Background: an optimization exercise with open tools, aiming at small area. Do not read the settings as production practice.
In this exercise RTL edits were held to simulation tests only and were not proved equivalent to the original.
No activity file was given, so power comes from the tool's default toggle rates.

==> flow/run.sh <==
#!/bin/bash
# synth_recipe.tcl (not shown) runs the flow's synth.tcl, then flattens the netlist and writes it again
# the make line also repeats each setting of config.mk as NAME=value (left out here)
make -C /OpenROAD-flow-scripts/flow DESIGN_CONFIG=/design/flow/config.mk WORK_HOME=/design/flow/orfs CLKGATE_MAP_FILE= SYNTH_SCRIPT=/design/flow/synth_recipe.tcl finish
==> flow/design.v <==
module ram_dp_pipe #(
  parameter int unsigned DATA_WIDTH   = 32,
  parameter int unsigned ADDR_WIDTH   = 6,
  parameter int unsigned DEPTH        = 48,
  parameter int unsigned RD_LATENCY   = 1,
  parameter bit          WRITE_FIRST  = 1'b0,
  parameter bit          CLEAR_ON_RST = 1'b1
) (
  input  logic                    clk,
  input  logic                    rst,
  input  logic                    wr_enb,
  input  logic [ADDR_WIDTH-1:0]   wr_addr,
  input  logic [DATA_WIDTH-1:0]   wr_data,
  input  logic [DATA_WIDTH/8-1:0] wr_be,
  input  logic                    rd_enb,
  input  logic [ADDR_WIDTH-1:0]   rd_addr,
  output logic [DATA_WIDTH-1:0]   rd_data,
  output logic                    rd_valid,
  output logic                    rd_err,
  output logic                    wr_err
);
  localparam int unsigned NumBytes = DATA_WIDTH / 8;
  localparam logic [ADDR_WIDTH:0] DepthLim = (ADDR_WIDTH + 1)'(DEPTH);
  logic [DATA_WIDTH-1:0] mem [DEPTH];
  logic                  wr_in_range;
  logic                  rd_in_range;
  logic                  collide;
  logic [DATA_WIDTH-1:0] old_word;
  logic [DATA_WIDTH-1:0] merged_word;
  logic [DATA_WIDTH-1:0] rd_word;
  logic [RD_LATENCY-1:0] vld_q;
  logic [RD_LATENCY-1:0] err_q;
  logic [DATA_WIDTH-1:0] dat_q [RD_LATENCY];
  logic                  wr_err_q;
  always_comb begin
    wr_in_range = ({1'b0, wr_addr} < DepthLim);
    rd_in_range = ({1'b0, rd_addr} < DepthLim);
    collide     = wr_enb && wr_in_range && (wr_addr == rd_addr);
    old_word    = '0;
    if (rd_in_range) begin
      old_word = mem[rd_addr];
    end
    merged_word = old_word;
    for (int b = 0; b < NumBytes; b++) begin
      if (collide && wr_be[b]) begin
        merged_word[8*b +: 8] = wr_data[8*b +: 8];
      end
    end
    rd_word = WRITE_FIRST ? merged_word : old_word;
  end
  always_ff @(posedge clk) begin
    if (rst) begin
      if (CLEAR_ON_RST) begin
        for (int w = 0; w < DEPTH; w++) begin
          mem[w] <= '0;
        end
      end
    end else if (wr_enb && wr_in_range) begin
      for (int b = 0; b < NumBytes; b++) begin
        if (wr_be[b]) begin
          mem[wr_addr][8*b +: 8] <= wr_data[8*b +: 8];
        end
      end
    end
  end
  always_ff @(posedge clk) begin
    if (rst) begin
      vld_q    <= '0;
      err_q    <= '0;
      wr_err_q <= 1'b0;
      for (int s = 0; s < RD_LATENCY; s++) begin
        dat_q[s] <= '0;
      end
    end else begin
      wr_err_q <= wr_enb && !wr_in_range;
      vld_q[0] <= rd_enb;
      err_q[0] <= rd_enb && !rd_in_range;
      if (rd_enb) begin
        dat_q[0] <= rd_word;
      end
      for (int s = 1; s < RD_LATENCY; s++) begin
        vld_q[s] <= vld_q[s-1];
        err_q[s] <= err_q[s-1];
        if (vld_q[s-1]) begin
          dat_q[s] <= dat_q[s-1];
        end
      end
    end
  end
  assign rd_data  = dat_q[RD_LATENCY-1];
  assign rd_valid = vld_q[RD_LATENCY-1];
  assign rd_err   = err_q[RD_LATENCY-1];
  assign wr_err   = wr_err_q;
endmodule
==> flow/config.mk <==
export PLATFORM = sky130hd
export DESIGN_NAME = ram_dp_pipe
export DESIGN_NICKNAME = ram_dp_pipe
export VERILOG_FILES = /design/flow/design.v
export SDC_FILE = /design/flow/constraint.sdc
export NUM_CORES = 4
export LEC_CHECK = 0
export CAP_MARGIN = 20
export CORE_MARGIN = 2
export CORE_UTILIZATION = 40
export SLEW_MARGIN = 20
==> flow/constraint.sdc <==
create_clock -name core_clock -period 5.0 [get_ports {clk}]
set_input_delay 1.0000 -clock core_clock [delete_from_list [all_inputs] [get_ports {clk}]]
set_output_delay 1.0000 -clock core_clock [all_outputs]
set_load 0.01 [all_outputs]
==> results of run 1 <==
## worst max-delay path: stages
cell and delay (ps):
clkdlybuf4s50_1 450, nand2b_1 290, a21oi_1 710, nand2_2 590, buf_12 380, nor2_1 590, or2_2 340
## state kept, by name (all words and copies together), names as in the netlist
signal,count
mem,1536
wr_err_q,1
vld_q,1
dat_q,32
err_q,1
## routing by layer
layer | up-vias | GRT usage [%] | wire, um
li1 | 18400 | - | -
met1 | 21500 | 30.9 | 88700
met2 | 1674 | 36.5 | 99300
met3 | 375 | 4.02 | 15500
met4 | 12 | 8.83 | 8680
met5 | - | 0 | 74
## power groups by stage
| stage | clock network [mW] | registers (mW) | logic, mW |
|---|---|---|---|
| 6_report | 12.7 | 15.4 | 2.21 |
| 3_5_place_dp | 0 | 15.7 | 2.20 |
| 4_1_cts | 12.8 | 15.4 | 2.20 |
| 5_1_grt | 13.3 | 15.4 | 2.31 |
| 3_3_place_gp | 0 | 15.6 | 2.18 |
| 2_1_floorplan | 0 | 15.5 | 1.36 |
## layout make-up
class                      instances  area (um2)  share of cell area (%)
multi-input combinational       3098       24200                    29.8
clock buffer                     221        4470                    5.50
clock inverter                    90        1110                    1.37
antenna                           19        47.5                  0.0584
tap                             2370        2970                    3.65
sequential                      1571       46800                    57.6
timing repair buffer             199        1720                    2.11
## path summary, 6_finish.rpt
path,startpoint,endpoint,slack (ps),cells past startpoint
worst max-delay path,wr_enb,mem[0][8],1090,7
worst min-delay path,dat_q[0][26],dat_q[0][26],560,2
worst max register to register,mem[37][14],dat_q[0][14],2920,4
worst min register to register,dat_q[0][26],dat_q[0][26],560,2
## synthesized netlist by cell type, drive strengths merged
cell	number	area, um2
a221oi	16	140
nand3	32	160
edfxtp	1536	46100
and2	1539	9630
nor3b	6	45.0
nor2b	7	43.8
and3	2	12.5
clkbuf	268	1010
a22o	16	140
o31ai	1	7.51
nor3	2	10.0
mux2i	353	3530
buf	114	626
a22oi	134	1010
dfxtp	35	701
nand2b	3	18.8
mux4	218	4910
o211a	1	10.0
o2bb2ai	4	35.0
o211ai	4	30.0
and3b	4	35.0
nand4	43	269
o22ai	48	300
or2	192	1200
mux2	80	901
a21oi	1	5.00
o21ai	44	220
nor2	233	875
nand2	88	330
a311o	27	270
## stage by stage
stage	hold slack, ps	setup slack [ps]	area [um2]	utilization, %
floorplan	516	2210	72600	-
global placement	567	164	75700	41.9
detailed placement	572	303	75700	41.9
CTS	577	1140	81300	45.0
global route	592	1010	81300	45.0
finish	561	1090	81400	45.1
## kinds of logic (layout without fill, tap and decap cells)
kind of cell,count (synthesis),count (layout),share of synthesized area (%)
compound gates,296,296,2.98
buf+inv,382,510,2.25
flops,1571,1571,64.5
mux,651,651,12.9
other cells,0,19,0
simple gates,2151,2151,17.4
==> summary.txt, run 1 <==
Outcome
  – Status: no timing/DRC/antenna violations

Floorplan
  – Core Box Area: between 150000 and 200000 um2
  – Die Ht: 430 um
  – Core Rows: 156
  – Die X: 430 um
  – Starting density of the core: 40.2%
  – Die ar.: 185000 um2
  – Io pins: a little under 90

Clock network
  – CTS Hold Buffers Added: 0
  – Worst skew pair latency: 800 ps
  – Post-CTS Resized: 0
  – Clock transition at the registers of the reported paths: 60 ps
  – Root Buffer: clkbuf_16
  – CTS tree: built
  – H-tree depth: 4
  – Clock Path Buffers: 3
  – Post-CTS Setup Inserts: 0
  – Sinks on Clock Net: 1571
  – Num CTS Buffers: between 150 and 200

GRT
  – Vias in the first global route: roughly 41000
  – GRT Residual Overflow: 0
  – Total GRT Usage: roughly 23%
  – First-pass GRT wire length: 302000 um
  – Pin count of the biggest net entering global routing: 66
  – Initial antenna violation count: 28

Timing
  – Worst slew pin tran: 1150 ps
  – Final setup TNS: 0 ps
  – Final cycle utilization of the critical path: between 70 and 80%
  – RSZ-0062 raised after global routing: false
  – Final Setup Violations: 0
  – Max Clock Skew: between 30 and 40 ps
  – Slew headroom: 23.2%
  – Final Hold Viols: 0
  – Final min period: 3910 ps
  – Max Fclk: 256 MHz
  – Pins Over Slew Limit: 0

Route
  – Iteration count of the initial detailed-routing pass: 6
  – Drt total wl: around 210000 um
  – Drt drc: 0
  – DR vias/cell: ~5.5
  – Detailed Route Iter0 Violations: ~4800
  – Routed Antenna Nets: 0
  – Via Count: 41900
  – WL per Instance: 28.0 um

Setup path
  – WP data required: 5470 ps
  – Setup CP Type: in2reg
  – Worst setup SP type: input port
  – Kind of end point of the critical path: flop
  – Worst Path Max Fanout: 30
  – Worst path arrival time: ~4400 ps

Cells and area
  – Area delta synth->final: 12.1%
  – Filler Cell Count: 15700
  – Non-filler instance count after layout: 7568
  – Most frequent cells in the layout: 1537 x and2_1, 1536 x edfxtp_1, 353 x mux2i_1, 230 x nor2_1, 218 x mux4_2
  – Share of layout cells above drive strength 1: 17.5%
  – Commonest non-fill, non-tap cell in the layout: and2_1
  – Layout net count: 5089

Yosys
  – Synth Area per Inst: 14.4 um2
  – Synth warnings: 2
  – Mapped Cells: between 5000 and 6000
  – Synthesized area: 72600 um2
  – #FFs+latches synth: 1571
  – Count of cell types in the netlist: 34
  – Syn_nets: 5103
  – Sequential-to-total area share from yosys stat: around 65%

Power and ir drop
  – PD cells: 372 nW/um2
  – P_leak: roughly 29 nW
  – Logic pwr share: 7.3%
  – Clock power share: 42.0%
  – Net Sw Power: 7.02 mW
  – VDD IR-drop max: 0.329 mV
  – Internal power: between 20 and 25 mW
  – Seq pwr share: 50.8%
  – Switching part of the total: between 20 and 25%
  – Pwr Total: ~30 mW

Place
  – Placed Cells: 7238
  – I/O Buffers: 86
  – Post-DP HPWL: 136000 um
  – GPL Wtd Cong: 0.856

Min path
  – Worst min path class: reg2reg

Job
  – Max Cap Viol: 0
==> run 2, diff against run 1 <==
==> flow/design.v (replaced) <==
module ram_dp_pipe #(
  parameter int unsigned DATA_WIDTH   = 32,
  parameter int unsigned ADDR_WIDTH   = 6,
  parameter int unsigned DEPTH        = 48,
  parameter int unsigned RD_LATENCY   = 1,
  parameter bit          WRITE_FIRST  = 1'b0,
  parameter bit          CLEAR_ON_RST = 1'b1
) (
  input  logic                    clk,
  input  logic                    rst,
  input  logic                    wr_enb,
  input  logic [ADDR_WIDTH-1:0]   wr_addr,
  input  logic [DATA_WIDTH-1:0]   wr_data,
  input  logic [DATA_WIDTH/8-1:0] wr_be,
  input  logic                    rd_enb,
  input  logic [ADDR_WIDTH-1:0]   rd_addr,
  output logic [DATA_WIDTH-1:0]   rd_data,
  output logic                    rd_valid,
  output logic                    rd_err,
  output logic                    wr_err
);
  localparam int unsigned NumBytes = DATA_WIDTH / 8;
  logic [DATA_WIDTH-1:0] mem [DEPTH];
  logic                  wr_in_range;
  logic                  rd_in_range;
  logic [DATA_WIDTH-1:0] wr_word;
  logic [DEPTH-1:0]      wr_row;
  logic [DEPTH-1:0]      wr_row_n;
  logic [NumBytes-1:0]   wr_byte_n;
  logic [DEPTH-1:0]      rd_row;
  logic [DATA_WIDTH-1:0] rd_word;
  logic [DATA_WIDTH-1:0] dat_q;
  logic                  vld_q;
  logic                  err_q;
  logic                  wr_err_q;
  assign wr_in_range = (wr_addr < ADDR_WIDTH'(DEPTH));
  assign rd_in_range = (rd_addr < ADDR_WIDTH'(DEPTH));
  assign wr_word = wr_data & {DATA_WIDTH{~rst}};
  always_comb begin
    for (int b = 0; b < NumBytes; b++) begin
      wr_byte_n[b] = ~(rst | (wr_enb & wr_be[b]));
    end
    for (int r = 0; r < DEPTH; r++) begin
      wr_row[r]   = (wr_addr == ADDR_WIDTH'(r));
      wr_row_n[r] = ~(rst | wr_row[r]);
      rd_row[r] = (rd_addr == ADDR_WIDTH'(r));
    end
  end
  for (genvar r = 0; r < DEPTH; r++) begin : g_row
    for (genvar b = 0; b < NumBytes; b++) begin : g_byte
      logic we;
      ram_dp_pipe_nor2 u_we (.a(wr_row_n[r]), .b(wr_byte_n[b]), .y(we));
      always_ff @(posedge clk) begin
        if (we) mem[r][8*b +: 8] <= wr_word[8*b +: 8];
      end
    end
  end
  for (genvar i = 0; i < DATA_WIDTH; i++) begin : g_rd_bit
    logic [DEPTH/3-1:0] part_n;
    for (genvar g = 0; g < DEPTH/3; g++) begin : g_grp
      ram_dp_pipe_aoi222 u_aoi (
        .a0(mem[3*g][i]),   .s0(rd_row[3*g]),
        .a1(mem[3*g+1][i]), .s1(rd_row[3*g+1]),
        .a2(mem[3*g+2][i]), .s2(rd_row[3*g+2]),
        .y_n(part_n[g])
      );
    end
    ram_dp_pipe_or16n u_or (.a_n(part_n), .y(rd_word[i]));
  end
  always_ff @(posedge clk) begin
    dat_q <= rd_word;
  end
  always_ff @(posedge clk) begin
    if (rst) begin
      vld_q    <= 1'b0;
      err_q    <= 1'b0;
      wr_err_q <= 1'b0;
    end else begin
      vld_q    <= rd_enb;
      err_q    <= rd_enb & ~rd_in_range;
      wr_err_q <= wr_enb & ~wr_in_range;
    end
  end
  assign rd_data  = dat_q;
  assign rd_valid = vld_q;
  assign rd_err   = err_q;
  assign wr_err   = wr_err_q;
endmodule
module ram_dp_pipe_aoi222 (
  input  logic a0, s0, a1, s1, a2, s2,
  output logic y_n
);
  assign y_n = ~((a0 & s0) | (a1 & s1) | (a2 & s2));
endmodule
module ram_dp_pipe_or16n (
  input  logic [15:0] a_n,
  output logic        y
);
  assign y = ~&a_n;
endmodule
module ram_dp_pipe_nor2 (
  input  logic a, b,
  output logic y
);
  assign y = ~(a | b);
endmodule
--- a/flow/config.mk
+++ b/flow/config.mk
@@ -8,4 +8,5 @@
 export CAP_MARGIN = 20
 export CORE_MARGIN = 2
-export CORE_UTILIZATION = 40
+export CORE_UTILIZATION = 55
 export SLEW_MARGIN = 20
+export SYNTH_HIERARCHICAL = 1
==> run 2 against run 1 <==
  * Synthesized cell count shrank 48%
  * Fmax rose by 2.7%
  * Hold slack improved by 9.7 ps
  * Critical path type unchanged
  * Critical endpoint is now dat_q[19]
  * Highest routed layer unchanged
==> summary.txt, run 2 <==
Job
  – Max Cap Viol: 0 (unchanged)

Yosys
  – Synth top area cells: edfxtp_1 84%, a222oi_1 9.3%, nor2_1 1.6%, nand4_1 1.5%, dfxtp_1 1.3%
  – Count of cell types in the netlist: 24 (-29%)
  – Most numerous cell in the Yosys netlist: edfxtp_1
  – Synthesized area: 54900 um2 (-24%)
  – Synth warnings: 9 (+7)
  – Commonest cells post-synth: 1536 x edfxtp_1, 512 x a222oi_1, 235 x nor2_1, 129 x nand4_1, 52 x a21oi_1
  – Main synth FF type: edfxtp_1
  – Synth Area per Inst: 20.8 um2 (+45%)
  – Syn_nets: 2688 (-47%)
  – Post-synth EDFFs: 1536 (unchanged)
  – #FFs+latches synth: 1571 (unchanged)
  – Top cell type's share of synthesized area: 84.0% (+21 points)
  – Mapped Cells: 2636 (-48%)
  – Sequential-to-total area share from yosys stat: 85.3% (+21 points)
  – Async S/R FF share, synth: 0% (unchanged)
  – Leading area contributor after synthesis: edfxtp_1

Route
  – Detailed Route Iter0 Violations: 7523 (+57%)
  – Iteration count of the initial detailed-routing pass: 14 (+8)
  – DR vias/cell: 7.25 (+31%)
  – Drt drc: 0 (unchanged)
  – Drt total wl: 161000 um (-24%)
  – Via Count: 31900 (-24%)
  – Routed Antenna Nets: 0 (unchanged)
  – WL per Instance: 36.5 um (+30%)

Cells and area
  – Core Util, Final: 65.0% (+20 points)
  – Area delta synth->final: 16.9%
  – Largest registers: mem x1536, dat_q x32
  – Commonest non-fill, non-tap cell in the layout: edfxtp_1
  – Share of layout cells above drive strength 1: 15.1% (-2.4 points)
  – Layout net count: 3036 (-40%)
  – Most frequent cells in the layout: 1536 x edfxtp_1, 512 x a222oi_1, 193 x nor2_1, 160 x clkbuf_16, 129 x nand4_1
  – Most flops, register: mem
  – Max FFs per register: 1536 (unchanged)
  – Design area: 64200 um2 (-21%)

Timing
  – Max Clock Skew: 28.7 ps (-9.74 ps)
  – Final Hold Viols: 0 (unchanged)
  – Pins Over Slew Limit: 0 (unchanged)
  – Max Fclk: 263 MHz (+2.7%)
  – Final Setup Violations: 0 (unchanged)
  – RSZ-0062 raised after global routing: false
  – Final min period: 3810 ps (-103 ps)
  – Worst slew pin tran: 1280 ps (+126 ps)
  – Final setup TNS: 0 ps (unchanged)
  – Slew headroom: 14.8% (-8.4 points)
  – Final cycle utilization of the critical path: 76.1% (-2.1 points)

GRT
  – Routing usage on met1: 46.4% (+16 points)
  – Most used routing layer in global routing: met1
  – First-pass GRT wire length: 224000 um (-26%)
  – Vias in the first global route: 30100 (-27%)
  – Total GRT Usage: 31.3% (+8.5 points)
  – Initial antenna violation count: 12 (-57%)
  – Pin count of the biggest net entering global routing: 67 (+1.5%)
  – Met3 Track Usage GR: 8.22% (+4.2 points)
  – GRT Residual Overflow: 0 (unchanged)
  – Met2 usage: 45.6% (+9.2 points)

Clock network
  – Root Buffer: clkbuf_16
  – Worst skew pair latency: 760 ps (-40 ps)
  – Post-CTS Setup Inserts: 0 (unchanged)
  – Sinks on Clock Net: 1571 (unchanged)
  – Post-CTS Resized: 0 (unchanged)
  – Num CTS Buffers: 156 (-6.6%)
  – CTS Hold Buffers Added: 0 (unchanged)
  – CTS tree: built
  – H-tree depth: 4 (unchanged)
  – Clock transition at the registers of the reported paths: 60 ps (about the same)
  – Clock Path Buffers: 3 (unchanged)

Power and ir drop
  – Pwr Total: 28.9 mW (-4.5%)
  – VDD IR-drop max: 0.317 mV (-3.6%)
  – P_leak: 20.3 nW (-29%)
  – PD cells: 451 nW/um2 (+21%)

Floorplan
  – Die Ht: 320 um (-26%)
  – Die X: 320 um (-26%)
  – Core Rows: 115 (-26%)
  – Starting density of the core: 55.6% (+15 points)
  – Core Box Area: 98700 um2 (-45%)
  – Io pins: 87 (unchanged)
  – Die ar.: 102000 um2 (-45%)

Min path
  – Worst min path class: reg2reg

Setup path
  – Worst path arrival time: 4410 ps (+30 ps)
  – Worst Path Max Fanout: 16 (-47%)
  – Setup CP Type: in2reg
  – WP data required: 5600 ps (+130 ps)
  – Kind of end point of the critical path: flop
  – Worst setup SP type: input port

Place
  – Post-DP HPWL: 102000 um (-25%)
  – Placed inst area: 58500 um2 (-23%)
  – GPL Wtd Cong: 0.887 (+3.6%)
  – I/O Buffers: 86 (unchanged)

Outcome
  – Status: no timing/DRC/antenna violations
## run 2: layout make-up
class                           instances  area (um2)
Antenna cell                            9        22.5
Clock buffer                          214        4390
Clock inverter                         68         606
Fill cell                            6567       34500
Multi-Input combinational cell       1037        8460
Sequential cell                      1571       46800
Tap cell                             1287        1610
Timing Repair Buffer                  218        2250
## run 2: kinds of logic after synthesis
family                 Yosys count  synth area share (%)
buffers and inverters           28                 0.223
and+or+nand+nor                473                  4.65
AOI/OAI and AO/OA              564                  9.81
DFF                           1571                  85.3
## run 2: worst max-delay path, stage by stage
cell             delay [ps]
clkdlybuf4s50_1         510
or2_1                   760
nor2_2                  450
buf_4                   360
a222oi_1                440
nand4_1                 280
or4_1                   550
## run 2: metal layers
layer  vias up  part of all wire [%]
li1      12900                     -
met3       261                    15
met4        14                   3.4
met5         -                 0.060
met1     16300                    38
met2      2497                    44
## run 2: Yosys stat by module, one instance, submodules excluded
module | cell area [um2] | cells inside
ram_dp_pipe_or16n | 32.5 | 5
ram_dp_pipe | 48000 | 1772
ram_dp_pipe_nor2 | 3.75 | 1
ram_dp_pipe_aoi222 | 10.0 | 1
## run 2: where the power goes
| part | switching (mW) | internal (mW) | total, mW |
|---|---|---|---|
| Clock | 4.73 | 6.60 | 11.3 |
| Combinational | 1.08 | 0.369 | 1.45 |
| Sequential | 0.361 | 15.8 | 16.2 |
| Total | 6.17 | 22.8 | 28.9 |
## run 2: worst paths after layout
kind / from / end / slack (ps) / cells after the start
hold reg to reg: mem[4][31] / dat_q[31] / 570 / 3
hold / removal: mem[4][31] / dat_q[31] / 570 / 3
setup / recovery: rd_addr[4] / dat_q[19] / 1190 / 7
setup reg to reg: mem[30][0] / dat_q[0] / 2980 / 3
## run 2: through the flow
step | cells | setup WS, ps | hold slack (ps)
finish | 4404 | 1190 | 571
detailed placement | 4088 | 610 | 561
global placement | 4088 | 601 | 560
global route | 4395 | 1170 | 605
CTS | 4370 | 1430 | 574
floorplan | 2636 | 821 | 524
==> run 3, diff against run 2 <==
==> flow/flow/run.sh (new file) <==
#!/bin/bash
# The standard layout (standard.sh), with two changes:
#  - ports are buffered with the smallest buffer instead of a delay cell;
#  - clock tree synthesis: clkbuf_16 root, clkbuf_8 tree, clkbuf_4 leaf
#    buffers on small sink clusters (clock-pin slew stays low), and no
#    dummy balancing loads.
set -euo pipefail
export BUFFER_PORTS_ARGS="-buffer_cell sky130_fd_sc_hd__buf_1"
export CTS_ARGS="-sink_clustering_enable -repair_clock_nets -buf_list {sky130_fd_sc_hd__clkbuf_4 sky130_fd_sc_hd__clkbuf_8 sky130_fd_sc_hd__clkbuf_16} -root_buf sky130_fd_sc_hd__clkbuf_16 -tree_buf sky130_fd_sc_hd__clkbuf_8 -sink_clustering_buffer sky130_fd_sc_hd__clkbuf_4 -sink_clustering_size ${CLUSTER_SIZE:-10} -sink_clustering_max_diameter 40 -dont_use_dummy_load"
bash standard.sh > standard.log 2>&1
==> flow/standard.sh (new file) <==
#!/bin/bash
# synth_recipe.tcl (not shown) runs the flow's synth.tcl, then flattens the netlist and writes it again
# the make line also repeats each setting of config.mk as NAME=value (left out here)
make -C /OpenROAD-flow-scripts/flow DESIGN_CONFIG=/design/flow/config.mk WORK_HOME=/design/flow/orfs CLKGATE_MAP_FILE= SYNTH_SCRIPT=/design/flow/synth_recipe.tcl "${@:-finish}"
--- a/flow/config.mk
+++ b/flow/config.mk
@@ -6,7 +6,7 @@
 export NUM_CORES = 4
 export LEC_CHECK = 0
-export CAP_MARGIN = 20
+export CAP_MARGIN = 10
 export CORE_MARGIN = 2
 export CORE_UTILIZATION = 55
-export SLEW_MARGIN = 20
+export SLEW_MARGIN = 10
 export SYNTH_HIERARCHICAL = 1
removed: flow/run.sh
==> run 3 against run 2 <==
  * First-iteration DRC count down 9.1%
  * Sequential cell count unchanged
  * Cell area down 7.1%
==> summary.txt, run 3 <==
Yosys
  – Synth Area in Compound Gates: 9.81% (unchanged)
  – Synth Area per Inst: 20.8 um2 (unchanged)
  – Synthesized area: 54900 um2 (unchanged)
  – Synth top area cells: edfxtp_1 84%, a222oi_1 9.3%, nor2_1 1.6%, nand4_1 1.5%, dfxtp_1 1.3%
  – Main synth FF type: edfxtp_1
  – Sequential-to-total area share from yosys stat: 85.3% (unchanged)
  – Post-synth EDFFs: 1536 (unchanged)
  – Most numerous cell in the Yosys netlist: edfxtp_1
  – #FFs+latches synth: 1571 (unchanged)
  – Simple logic cell fraction of the synthesized area: 4.65% (unchanged)
  – Mapped Cells: 2636 (unchanged)
  – Adder-cell share of the synthesized area: 0% (unchanged)
  – Main combinational cell family by area after synthesis: compound AO/OA/AOI/OAI gates
  – Top cell type's share of synthesized area: 84.0% (unchanged)
  – Synth warnings: 9 (unchanged)
  – Async S/R FF share, synth: 0% (unchanged)
  – XOR/XNOR Fraction of Synth Area: 0% (unchanged)
  – Commonest cells post-synth: 1536 x edfxtp_1, 512 x a222oi_1, 235 x nor2_1, 129 x nand4_1, 52 x a21oi_1
  – Leading area contributor after synthesis: edfxtp_1
  – Count of cell types in the netlist: 24 (unchanged)
  – Syn_nets: 2688 (unchanged)
  – Multiplexer area fraction after synthesis: 0% (unchanged)

Route
  – Met1 wire length: 60600 um (+0.24%)
  – WL per Instance: 37.3 um (+2.2%)
  – Routed Antenna Nets: 0 (unchanged)
  – Iteration count of the initial detailed-routing pass: 13 (-1)
  – Drt total wl: 160000 um (-0.46%)
  – Drt drc: 0 (unchanged)
  – Detailed Route Iter0 Violations: 6842 (-9.1%)
  – Met2 WL: 73100 um (+2.7%)
  – DR WL met3: 21000 um (-11%)
  – Via Count: 31400 (-1.7%)
  – Highest metal used: met5
  – DR vias/cell: 7.32 (+0.96%)

Floorplan
  – Core Rows: 115 (unchanged)
  – Die ar.: 102000 um2 (unchanged)
  – Starting density of the core: 55.6% (unchanged)
  – Die Ht: 320 um (unchanged)
  – Core Box Area: 98700 um2 (unchanged)
  – Die X: 320 um (unchanged)
  – Io pins: 87 (unchanged)

Min path
  – Worst min path class: in2reg

Timing
  – Max Fclk: 277 MHz (+5.6%)
  – Pins Over Slew Limit: 0 (unchanged)
  – Final cycle utilization of the critical path: 72.1% (-4.1 points)
  – Final Hold Viols: 0 (unchanged)
  – Slew headroom: 11.2% (-3.6 points)
  – Worst slew pin tran: 1330 ps (+49.4 ps)
  – Max Clock Skew: 80.8 ps (+52.1 ps)
  – Final setup TNS: 0 ps (unchanged)
  – RSZ-0062 raised after global routing: false
  – Final min period: 3600 ps (-203 ps)
  – Final Setup Violations: 0 (unchanged)

Cells and area
  – Max FFs per register: 1536 (unchanged)
  – Layout net count: 3041 (+0.16%)
  – Filler Cell Count: 7079 (+7.8%)
  – Commonest non-fill, non-tap cell in the layout: edfxtp_1
  – Most flops, register: mem
  – Area delta synth->final: 8.66%
  – Share of layout cells above drive strength 1: 13.7% (-1.4 points)
  – Most frequent cells in the layout: 1536 x edfxtp_1, 512 x a222oi_1, 193 x nor2_1, 175 x clkbuf_4, 129 x nand4_1
  – Largest registers: mem x1536, dat_q x32

Power and ir drop
  – VDD IR-drop max: 0.244 mV (-23%)
  – PD cells: 389 nW/um2 (-14%)
  – Pwr Total: 23.2 mW (-20%)
  – P_leak: 18.3 nW (-10%)

GRT
  – Pin count of the biggest net entering global routing: 57 (-15%)
  – Initial antenna violation count: 12 (unchanged)
  – First-pass GRT wire length: 223000 um (-0.32%)
  – Vias in the first global route: 30100 (+0.0033%)
  – GRT Residual Overflow: 0 (unchanged)
  – Total GRT Usage: 31.3% (about the same)

Setup path
  – Worst setup SP type: input port
  – Slowest cell delay on critical path: 710 ps (-50 ps)
  – Worst Path Max Fanout: 16 (unchanged)
  – Setup CP Type: in2reg
  – Flop-to-flop setup slack: 2820 ps (-160 ps)
  – WP buf/inv: 3 (+1)
  – Most used cell, CP: buf_4
  – Delay-heaviest family, CP: simple AND/OR/NAND/NOR gates
  – Worst path arrival time: 4170 ps (-240 ps)
  – Crit path cell chain: buf_1 -> or2_1 -> buf_4 -> nor4_2 -> buf_4 -> a222oi_1 -> nand4_1 -> or4_1
  – Kind of end point of the critical path: flop
  – WP data required: 5570 ps (-30 ps)
  – CP max stage cell: or2_1

Clock network
  – Num CTS Buffers: 191 (+22%)
  – CTS Hold Buffers Added: 0 (unchanged)
  – Clock transition at the registers of the reported paths: 100 ps (+40 ps)
  – Post-CTS Setup Inserts: 0 (unchanged)
  – Sinks on Clock Net: 1571 (unchanged)
  – Root Buffer: clkbuf_16
  – Post-CTS Resized: 0 (unchanged)
  – CTS tree: built
  – Worst skew pair latency: 730 ps (-30 ps)
  – H-tree depth: 4 (unchanged)
  – Clock Path Buffers: 3 (unchanged)

Place
  – Post-DP HPWL: 105000 um (+3.0%)
  – GPL Wtd Cong: 0.950 (+7.1%)
  – I/O Buffers: 86 (unchanged)

Outcome
  – Status: no timing/DRC/antenna violations

Job
  – Max Cap Viol: 0 (unchanged)
-- run 3: changes by cell type in the layout (fill, tap and decap cells not counted), sizes merged, moves of 5 or more --
cell / delta
buf: +54
bufinv: -9
clkbuf: -22
clkdlybuf4s50: -85
clkinv: -50
diode: +7
inv: -5
-- run 3: area by class of cell --
cell class	count	area [um2]	area share (%)
sequential	1571	46800	78.5
multi-input combinational	1037	8470	14.2
tap	1287	1610	2.70
clock buffer	191	1550	2.60
timing repair buffer	188	1140	1.91
antenna	16	40.0	0.0671
-- run 3: cells by family (layout without fill, tap and decap cells) --
group | count (synthesis) | count (layout)
other | 0 | 16
AOI/OAI and AO/OA | 564 | 564
and+or+nand+nor | 473 | 473
buffers and inverters | 28 | 379
DFF | 1571 | 1571
-- run 3: stage by stage --
stage / std cells / util [%] / setup WS [ps] / instance area (um2) / hold slack [ps]
after floorplan: 2636 / - / 821 / 54900 / 524
after global placement: 4081 / 58.7 / 807 / 58000 / 563
after detailed placement: 4081 / 58.8 / 741 / 58000 / 577
after CTS: 4272 / 60.3 / 1510 / 59500 / 473
after global routing: 4274 / 60.4 / 1400 / 59600 / 497
final: 4290 / 60.4 / 1400 / 59600 / 515
-- run 3: modules after synthesis (local to each module, per instance) --
module | copies in the design | cells | area, um2
ram_dp_pipe | 1 | 1772 | 48000
ram_dp_pipe_or16n | 32 | 5 | 32.5
ram_dp_pipe_aoi222 | 512 | 1 | 10.0
ram_dp_pipe_nor2 | 192 | 1 | 3.75
-- run 3: path summary, 6_finish.rpt --
check | start | end | depth (start not counted)
min reg2reg | mem[4][12] | dat_q[12] | 3
min | rd_enb | vld_q | 2
max | rd_addr[5] | dat_q[24] | 8
max reg2reg | mem[9][24] | dat_q[24] | 3
-- run 3: power by group --
part | total (mW) | internal, mW | leakage, nW | switching [mW]
Sequential | 16.1 | 15.8 | 14.1 | 0.352
Clock | 5.76 | 1.94 | 0.928 | 3.82
Combinational | 1.31 | 0.227 | 3.29 | 1.08
Total | 23.2 | 17.9 | 18.3 | 5.25
-- run 3: layer usage --
layer | vias up | GRT usage [%]
met4 | 8 | 11.3
li1 | 12800 | -
met3 | 291 | 8.84
met2 | 2230 | 46.9
met1 | 16100 | 44.4
met5 | - | 0
==> run 4, diff against run 3 <==
--- a/flow/design.v
+++ b/flow/design.v
@@ -44,5 +44,5 @@
       wr_row[r]   = (wr_addr == ADDR_WIDTH'(r));
       wr_row_n[r] = ~(rst | wr_row[r]);
-      rd_row[r] = (rd_addr == ADDR_WIDTH'(r));
+      rd_row[r] = (rd_addr == ADDR_WIDTH'(r)) & ~rst;
     end
   end
@@ -69,5 +69,5 @@
   end
   always_ff @(posedge clk) begin
-    dat_q <= rd_word;
+    if (rst | rd_enb) dat_q <= rd_word;
   end
   always_ff @(posedge clk) begin
==> run 4 against run 3 <==
  * Still clean
  * Fmax down 3.4%
  * Total power down 0.25%
  * Synthesized cell count about the same
  * Clock skew down 15 ps
  * Cell area up 0.45%
  * Count of clock-buffer cells in the layout unchanged
  * Sequential cell count unchanged
  * Setup slack worse by 130 ps
  * Critical endpoint is now dat_q[24]
==> summary.txt, run 4 <==
Power and ir drop
  – P_leak: 18.4 nW (+0.50%)
  – VDD IR-drop max: 0.243 mV (-0.44%)
  – PD cells: 386 nW/um2 (-0.70%)

GRT
  – Initial antenna violation count: 12 (unchanged)
  – GRT Residual Overflow: 0 (unchanged)
  – Total GRT Usage: 31.8% (+0.48 points)
  – Vias in the first global route: 30000 (-0.25%)
  – First-pass GRT wire length: 227000 um (+1.4%)
  – Pin count of the biggest net entering global routing: 73 (+28%)

Yosys
  – Multiplexer area fraction after synthesis: 0% (unchanged)
  – Top cell type's share of synthesized area: 85.2% (+1.2 points)
  – Most numerous cell in the Yosys netlist: edfxtp_1
  – Commonest cells post-synth: 1568 x edfxtp_1, 512 x a222oi_1, 235 x nor2_1, 129 x nand4_1, 52 x a21oi_1
  – Synth top area cells: edfxtp_1 85%, a222oi_1 9.3%, nor2_1 1.6%, nand4_1 1.5%, a21oi_1 0.47%
  – Main combinational cell family by area after synthesis: compound AO/OA/AOI/OAI gates
  – Leading area contributor after synthesis: edfxtp_1
  – Adder-cell share of the synthesized area: 0% (unchanged)
  – Simple logic cell fraction of the synthesized area: 4.63% (-0.020 points)
  – Synth Area in Compound Gates: 9.75% (-0.066 points)
  – Mapped Cells: 2638 (+0.076%)
  – Main synth FF type: edfxtp_1
  – #FFs+latches synth: 1571 (unchanged)
  – Sequential-to-total area share from yosys stat: 85.3% (about the same)
  – Post-synth EDFFs: 1568 (+2.1%)
  – Count of cell types in the netlist: 28 (+17%)
  – Synthesized area: 55300 um2 (+0.67%)
  – Synth Area per Inst: 20.9 um2 (+0.60%)
  – Syn_nets: 2690 (+0.074%)
  – XOR/XNOR Fraction of Synth Area: 0% (unchanged)
  – Async S/R FF share, synth: 0% (unchanged)
  – Synth warnings: 9 (unchanged)

Place
  – Placed inst area: 58300 um2 (+0.50%)
  – Placed Cells: 4089 (+0.20%)
  – Setup WS pre-CTS: 549 ps (-192 ps)
  – GPL Wtd Cong: 0.917 (-3.5%)
  – I/O Buffers: 86 (unchanged)
  – Post-DP HPWL: 104000 um (-0.98%)

Timing
  – Max Fclk: 268 MHz (-3.4%)
  – Final setup TNS: 0 ps (unchanged)
  – Slew headroom: 5.50% (-5.7 points)
  – Final Hold Viols: 0 (unchanged)
  – Final cycle utilization of the critical path: 74.6% (+2.5 points)
  – RSZ-0062 raised after global routing: false
  – Final min period: 3730 ps (+127 ps)
  – Worst slew pin tran: 1420 ps (+90.6 ps)
  – Max Clock Skew: 65.4 ps (-15.4 ps)
  – Final Setup Violations: 0 (unchanged)
  – Final WS setup: 1270 ps (-127 ps)
  – Pins Over Slew Limit: 0 (unchanged)

Clock network
  – Num CTS Buffers: 191 (unchanged)
  – Clock transition at the registers of the reported paths: 110 ps (about the same)
  – H-tree depth: 4 (unchanged)
  – Root Buffer: clkbuf_16
  – Sinks on Clock Net: 1571 (unchanged)
  – Post-CTS Setup Inserts: 0 (unchanged)
  – Worst skew pair latency: 740 ps (about the same)
  – Post-CTS Resized: 0 (unchanged)
  – Clock Path Buffers: 3 (unchanged)
  – CTS tree: built
  – CTS Hold Buffers Added: 0 (unchanged)

Min path
  – Hold Path Depth: 2 (unchanged)
  – Hold Path End: vld_q
  – Min-delay src: rd_enb
  – Worst min path class: in2reg

Route
  – Detailed Route Iter0 Violations: 6654 (-2.7%)
  – WL per Instance: 38.3 um (+2.6%)
  – Via Count: 31700 (+0.97%)
  – Drt total wl: 164000 um (+2.6%)
  – Iteration count of the initial detailed-routing pass: 15 (+2)
  – Routed Antenna Nets: 0 (unchanged)
  – DR vias/cell: 7.39 (+1.0%)
  – Drt drc: 0 (unchanged)

Setup path
  – Flop-to-flop setup slack: 2800 ps (-20 ps)
  – Worst Path Max Fanout: 32 (+16)
  – Kind of end point of the critical path: flop
  – WP data required: 5480 ps (-90 ps)
  – Reg2reg path depth: 3 (unchanged)
  – Setup CP Type: in2reg
  – Worst r2r dst: dat_q[2]
  – Worst path arrival time: 4210 ps (+40 ps)
  – Worst setup SP type: input port
  – Reg2Reg Launch Point: mem[0][2]

Floorplan
  – Io pins: 87 (unchanged)
  – Die X: 321 um (+0.33%)
  – Core Rows: 116 (+0.87%)
  – Core Box Area: 99900 um2 (+1.2%)
  – Starting density of the core: 55.3% (-0.27 points)
  – Die Ht: 321 um (+0.33%)
  – Die ar.: 103000 um2 (+0.67%)

Cells and area
  – Non-filler instance count after layout: 4288 (-0.047%)
  – Commonest non-fill, non-tap cell in the layout: edfxtp_1
  – Most flops, register: mem
  – Most frequent cells in the layout: 1568 x edfxtp_1, 512 x a222oi_1, 193 x nor2_1, 175 x clkbuf_4, 129 x nand4_1
  – Layout net count: 3038 (-0.099%)
  – Area delta synth->final: 8.42%
  – Max FFs per register: 1536 (unchanged)
  – Share of layout cells above drive strength 1: 13.4% (-0.25 points)
  – Design area: 59900 um2 (+0.45%)
  – Largest registers: mem x1536, dat_q x32

Outcome
  – Status: no timing/DRC/antenna violations

Job
  – Max Cap Viol: 0 (unchanged)
-- run 4: per-stage QoR --
| step | hold slack [ps] | power, mW | util (%) |
|---|---|---|---|
| floorplan | 600 | 16.9 | - |
| global placement | 642 | 17.5 | 58.3 |
| detailed placement | 658 | 17.6 | 58.4 |
| CTS | 489 | 23.2 | 59.9 |
| global route | 524 | 23.9 | 60.0 |
| finish | 558 | 23.1 | 60.0 |
-- run 4: final cells by class --
class                           instances  area, um2
Sequential cell                      1571      47100
Fill cell                            7259      40000
Multi-Input combinational cell       1038       8450
Tap cell                             1298       1620
Clock buffer                          191       1550
Timing Repair Buffer                  184       1120
Antenna cell                            6       15.0
-- run 4: worst max path at each step --
stage               startpoint         to  slack [ps]
detailed placement  rd_addr[3]  dat_q[31]         550
CTS                 rd_addr[3]  dat_q[31]        1320
floorplan                  rst   dat_q[0]         510
global placement           rst  dat_q[24]         610
global route               rst  dat_q[12]        1260
finish                     rst  dat_q[24]        1270
-- run 4: logic make-up after synthesis --
| group | Yosys count |
|---|---|
| AO/OA/AOI/OAI | 564 |
| buffers and inverters | 29 |
| flip-flops | 1571 |
| AND/OR/NAND/NOR | 474 |
-- run 4: per-module statistics from Yosys (local to each module, per instance) --
| module | times used | area [um2] | cells inside | flip-flops and latches |
|---|---|---|---|---|
| ram_dp_pipe | 1 | 48400 | 1774 | 1571 |
| ram_dp_pipe_aoi222 | 512 | 10.0 | 1 | 0 |
| ram_dp_pipe_or16n | 32 | 32.5 | 5 | 0 |
| ram_dp_pipe_nor2 | 192 | 3.75 | 1 | 0 |
-- run 4: per-layer routing --
metal	vias to the layer above	wire, um	GRT usage [%]
met5	-	78	0
met2	2322	74000	47.5
met4	12	5970	11.3
met3	306	22200	8.72
li1	12800	-	-
met1	16300	62100	45.5
-- run 4: worst max-delay path, cell delays in order --
cell      delay, ps
clkbuf_4        410
or3b_1          530
buf_4           290
nor2_2           40
buf_4           290
a222oi_1        700
nand4_1         410
or4_1           490
-- run 4: where the power goes --
group	total, mW	switching (mW)	internal, mW
Sequential	16.2	0.353	15.8
Clock	5.79	3.85	1.94
Combinational	1.18	1.00	0.178
==> run 5, diff against run 4 <==
==> flow/flow/run.sh (replaced) <==
#!/bin/bash
# The standard layout (standard.sh), with two changes:
#  - ports are buffered with the smallest buffer instead of a delay cell;
#  - clock tree synthesis: clkbuf_16 root, clkbuf_8 tree, clkbuf_4 leaf
#    buffers on small sink clusters (clock-pin slew stays low), and no
#    dummy balancing loads.
set -euo pipefail
export BUFFER_PORTS_ARGS="-buffer_cell sky130_fd_sc_hd__buf_1"
export CTS_ARGS="-sink_clustering_enable -repair_clock_nets -buf_list {sky130_fd_sc_hd__clkbuf_4 sky130_fd_sc_hd__clkbuf_8 sky130_fd_sc_hd__clkbuf_16} -root_buf sky130_fd_sc_hd__clkbuf_16 -tree_buf sky130_fd_sc_hd__clkbuf_8 -sink_clustering_buffer sky130_fd_sc_hd__clkbuf_4 -sink_clustering_size ${CLUSTER_SIZE:-8} -sink_clustering_max_diameter 40 -dont_use_dummy_load"
bash standard.sh > standard.log 2>&1
==> run 5 against run 4 <==
  * Register-to-register slack improved by 50 ps
  * Fmax increased by 0.96%
  * Hold slack improved by 2.7 ps
  * Sequential cell count unchanged
  * Largest cell class unchanged
  * Largest power group unchanged
==> summary.txt, run 5 <==
Cells and area
  – Commonest non-fill, non-tap cell in the layout: edfxtp_1
  – Most frequent cells in the layout: 1568 x edfxtp_1, 512 x a222oi_1, 206 x clkbuf_4, 193 x nor2_1, 129 x nand4_1
  – Area delta synth->final: 8.84%
  – Filler Cell Count: 7208 (-0.70%)
  – Design area: 60100 um2 (+0.39%)
  – Share of layout cells above drive strength 1: 14.3% (+0.89 points)
  – Non-filler instance count after layout: 4317 (+0.68%)
  – Layout net count: 3069 (+1.0%)
  – Most flops, register: mem
  – Core Util, Final: 60.2% (+0.24 points)
  – Largest registers: mem x1536, dat_q x32
  – Max FFs per register: 1536 (unchanged)

Power and ir drop
  – VDD IR-drop max: 0.228 mV (-6.4%)
  – Internal power: 18.2 mW (+1.6%)
  – Pwr Total: 23.5 mW (+1.7%)
  – PD cells: 391 nW/um2 (+1.3%)
  – Switching part of the total: 22.6% (+0.085 points)
  – Logic pwr share: 5.0% (about the same)
  – Seq pwr share: 68.7% (-1.2 points)
  – Net Sw Power: 5.31 mW (+2.1%)
  – Clock power share: 26.3% (+1.3 points)
  – P_leak: 18.5 nW (+0.79%)

Floorplan
  – Core Box Area: 99900 um2 (unchanged)
  – Die X: 321 um (unchanged)
  – Starting density of the core: 55.3% (unchanged)
  – Die ar.: 103000 um2 (unchanged)
  – Core Rows: 116 (unchanged)
  – Io pins: 87 (unchanged)
  – Die Ht: 321 um (unchanged)

Timing
  – Slew headroom: 12.3% (+6.8 points)
  – Max Clock Skew: 62.6 ps (-2.84 ps)
  – Final min period: 3700 ps (-35.6 ps)
  – Final Hold Viols: 0 (unchanged)
  – Worst slew pin tran: 1320 ps (-102 ps)
  – Final setup TNS: 0 ps (unchanged)
  – Final Setup Violations: 0 (unchanged)
  – Hold_ws: 560 ps (+2.75 ps)
  – RSZ-0062 raised after global routing: false
  – Final WS setup: 1300 ps (+35.6 ps)
  – Pins Over Slew Limit: 0 (unchanged)
  – Final cycle utilization of the critical path: 73.9% (-0.71 points)
  – Max Fclk: 271 MHz (+0.96%)

Setup path
  – WP buf/inv: 2 (-1)
  – Setup CP Type: in2reg
  – Delay-heaviest family, CP: simple AND/OR/NAND/NOR gates
  – Kind of end point of the critical path: flop
  – Worst setup SP type: input port
  – Worst path arrival time: 4280 ps (+70 ps)
  – CP max stage cell: nor2_2
  – Slowest cell delay on critical path: 970 ps (+270 ps)
  – Worst Path Max Fanout: 18 (-44%)
  – Crit path cell chain: buf_1 -> or4b_1 -> nor2_2 -> buf_4 -> a222oi_1 -> nand4_1 -> or4_1
  – WP data required: 5580 ps (+100 ps)

Clock network
  – Post-CTS Resized: 0 (unchanged)
  – Post-CTS Setup Inserts: 0 (unchanged)
  – Root Buffer: clkbuf_16
  – Sinks on Clock Net: 1571 (unchanged)
  – CTS tree: built
  – Clock transition at the registers of the reported paths: 80 ps (-30 ps)
  – Worst skew pair latency: 730 ps (about the same)
  – CTS Hold Buffers Added: 0 (unchanged)
  – Clock Path Buffers: 3 (unchanged)
  – H-tree depth: 4 (unchanged)
  – Num CTS Buffers: 222 (+16%)

Place
  – Placed inst area: 58300 um2 (unchanged)
  – Post-DP HPWL: 104000 um (unchanged)
  – I/O Buffers: 86 (unchanged)
  – Placed Cells: 4089 (unchanged)
  – GPL Wtd Cong: 0.917 (unchanged)
  – Setup WS pre-CTS: 549 ps (unchanged)

Yosys
  – Top cell type's share of synthesized area: 85.2% (unchanged)
  – Synth top area cells: edfxtp_1 85%, a222oi_1 9.3%, nor2_1 1.6%, nand4_1 1.5%, a21oi_1 0.47%
  – Async S/R FF share, synth: 0% (unchanged)
  – Leading area contributor after synthesis: edfxtp_1
  – Main synth FF type: edfxtp_1
  – Commonest cells post-synth: 1568 x edfxtp_1, 512 x a222oi_1, 235 x nor2_1, 129 x nand4_1, 52 x a21oi_1
  – Synth Area per Inst: 20.9 um2 (unchanged)
  – Count of cell types in the netlist: 28 (unchanged)
  – Mapped Cells: 2638 (unchanged)
  – Sequential-to-total area share from yosys stat: 85.3% (unchanged)
  – Synthesized area: 55300 um2 (unchanged)
  – #FFs+latches synth: 1571 (unchanged)
  – Synth warnings: 9 (unchanged)
  – Post-synth EDFFs: 1568 (unchanged)
  – Most numerous cell in the Yosys netlist: edfxtp_1
  – Syn_nets: 2690 (unchanged)

Min path
  – Worst min path class: in2reg

Outcome
  – Status: no timing/DRC/antenna violations

GRT
  – Initial antenna violation count: 14 (+2)
  – First-pass GRT wire length: 227000 um (+0.23%)
  – GRT Residual Overflow: 0 (unchanged)
  – Pin count of the biggest net entering global routing: 73 (unchanged)
  – Vias in the first global route: 30200 (+0.56%)
  – Total GRT Usage: 31.8% (+0.039 points)

Route
  – Routed Antenna Nets: 0 (unchanged)
  – Detailed Route Iter0 Violations: 7047 (+5.9%)
  – Drt total wl: 165000 um (+0.30%)
  – DR vias/cell: 7.36 (-0.43%)
  – Via Count: 31800 (+0.24%)
  – Iteration count of the initial detailed-routing pass: 13 (-2)
  – Drt drc: 0 (unchanged)
  – WL per Instance: 38.2 um (-0.37%)

Job
  – Max Cap Viol: 0 (unchanged)
==> run 5: cell count changes in the layout (fill, tap and decap cells not counted), sizes merged <==
| cell | previous run | this run |
|---|---|---|
| clkbuf | 192 | 223 |
| diode | 6 | 4 |
==> run 5: power by group through the flow <==
| stage | logic, mW | clock network, mW | registers, mW |
|---|---|---|---|
| after global routing | 1.23 | 6.81 | 16.3 |
| after detailed placement | 1.16 | 0 | 16.5 |
| final | 1.18 | 6.18 | 16.2 |
| after floorplan | 0.533 | 0 | 16.3 |
| after global placement | 1.13 | 0 | 16.4 |
| after CTS | 1.16 | 6.28 | 16.2 |
==> run 5: worst paths after layout <==
check                                 from        end  slack (ps)  cells after the start
worst max-delay path            rd_addr[0]  dat_q[18]        1300                      7
worst min register to register  mem[13][4]   dat_q[4]         630                      3
worst min-delay path                rd_enb      vld_q         560                      2
worst max register to register   mem[0][2]   dat_q[2]        2850                      3
==> run 5: area by class of cell <==
cell class,count,area [um2],share of cell area [%]
sequential,1571,47100,78.4
multi-input combinational,1038,8450,14.0
clock buffer,222,1780,2.97
tap,1298,1620,2.70
timing repair buffer,184,1130,1.87
antenna,4,10.0,0.0166
==> run 5: routing by layer <==
layer  global-route usage (%)  vias up  part of all wire, %  wire (um)
li1                         -    12800                    -          -
met1                     45.2    16200                   37      60800
met2                     47.4     2370                   45      74400
met4                     11.4       18                  3.7       6020
met5                        0        -                0.072        119
met3                     9.51      327                   14      23400
==> run 5: cells by family after synthesis <==
kind of cell | after synthesis | synth area share (%)
compound gates | 564 | 9.75
buf+inv | 29 | 0.301
flops | 1571 | 85.3
simple gates | 474 | 4.63
==> run 5: per-module statistics from Yosys, one instance, submodules excluded <==
module	copies in the design	area, um2
ram_dp_pipe_nor2	192	3.75
ram_dp_pipe	1	48400
ram_dp_pipe_aoi222	512	10.0
ram_dp_pipe_or16n	32	32.5

-- afterwards: timing with drivers on the ports --
The results above use ideal ports. As a check the final layouts listed here were re-extracted and re-timed, cells and wires unchanged.
Step 1, drivers: a clkbuf_16 drives clk and a buf_2 each remaining input, both assumed.
Step 2 times the ports against the registers' clock, not the clock port: input delays grow and output delays shrink by t, the midpoint of the rising clock arrivals with the driver on.
a / b / c = ideal ports / drivers / drivers and shift; a / b = the first two.
| run | t (ns) | slack for setup (ns) | worst setup path after step 2 |
|---|---|---|---|
| run 1 | 0.874 | 1.089 / 1.149 / 0.275 | input to register |
| run 2 | 0.815 | 1.193 / 1.221 / 0.406 | input to register |
| run 3 | 0.772 | 1.395 / 1.372 / 0.600 | input to register |
| run 4 | 0.775 | 1.268 / 1.057 / 0.282 | input to register |
| run 5 | 0.784 | 1.304 / 1.122 / 0.338 | input to register |
After both steps setup and hold are still met in every run listed. The setup slack of run 4, which loses most, moves by -0.211 ns with the drivers and by -0.986 ns with both steps.
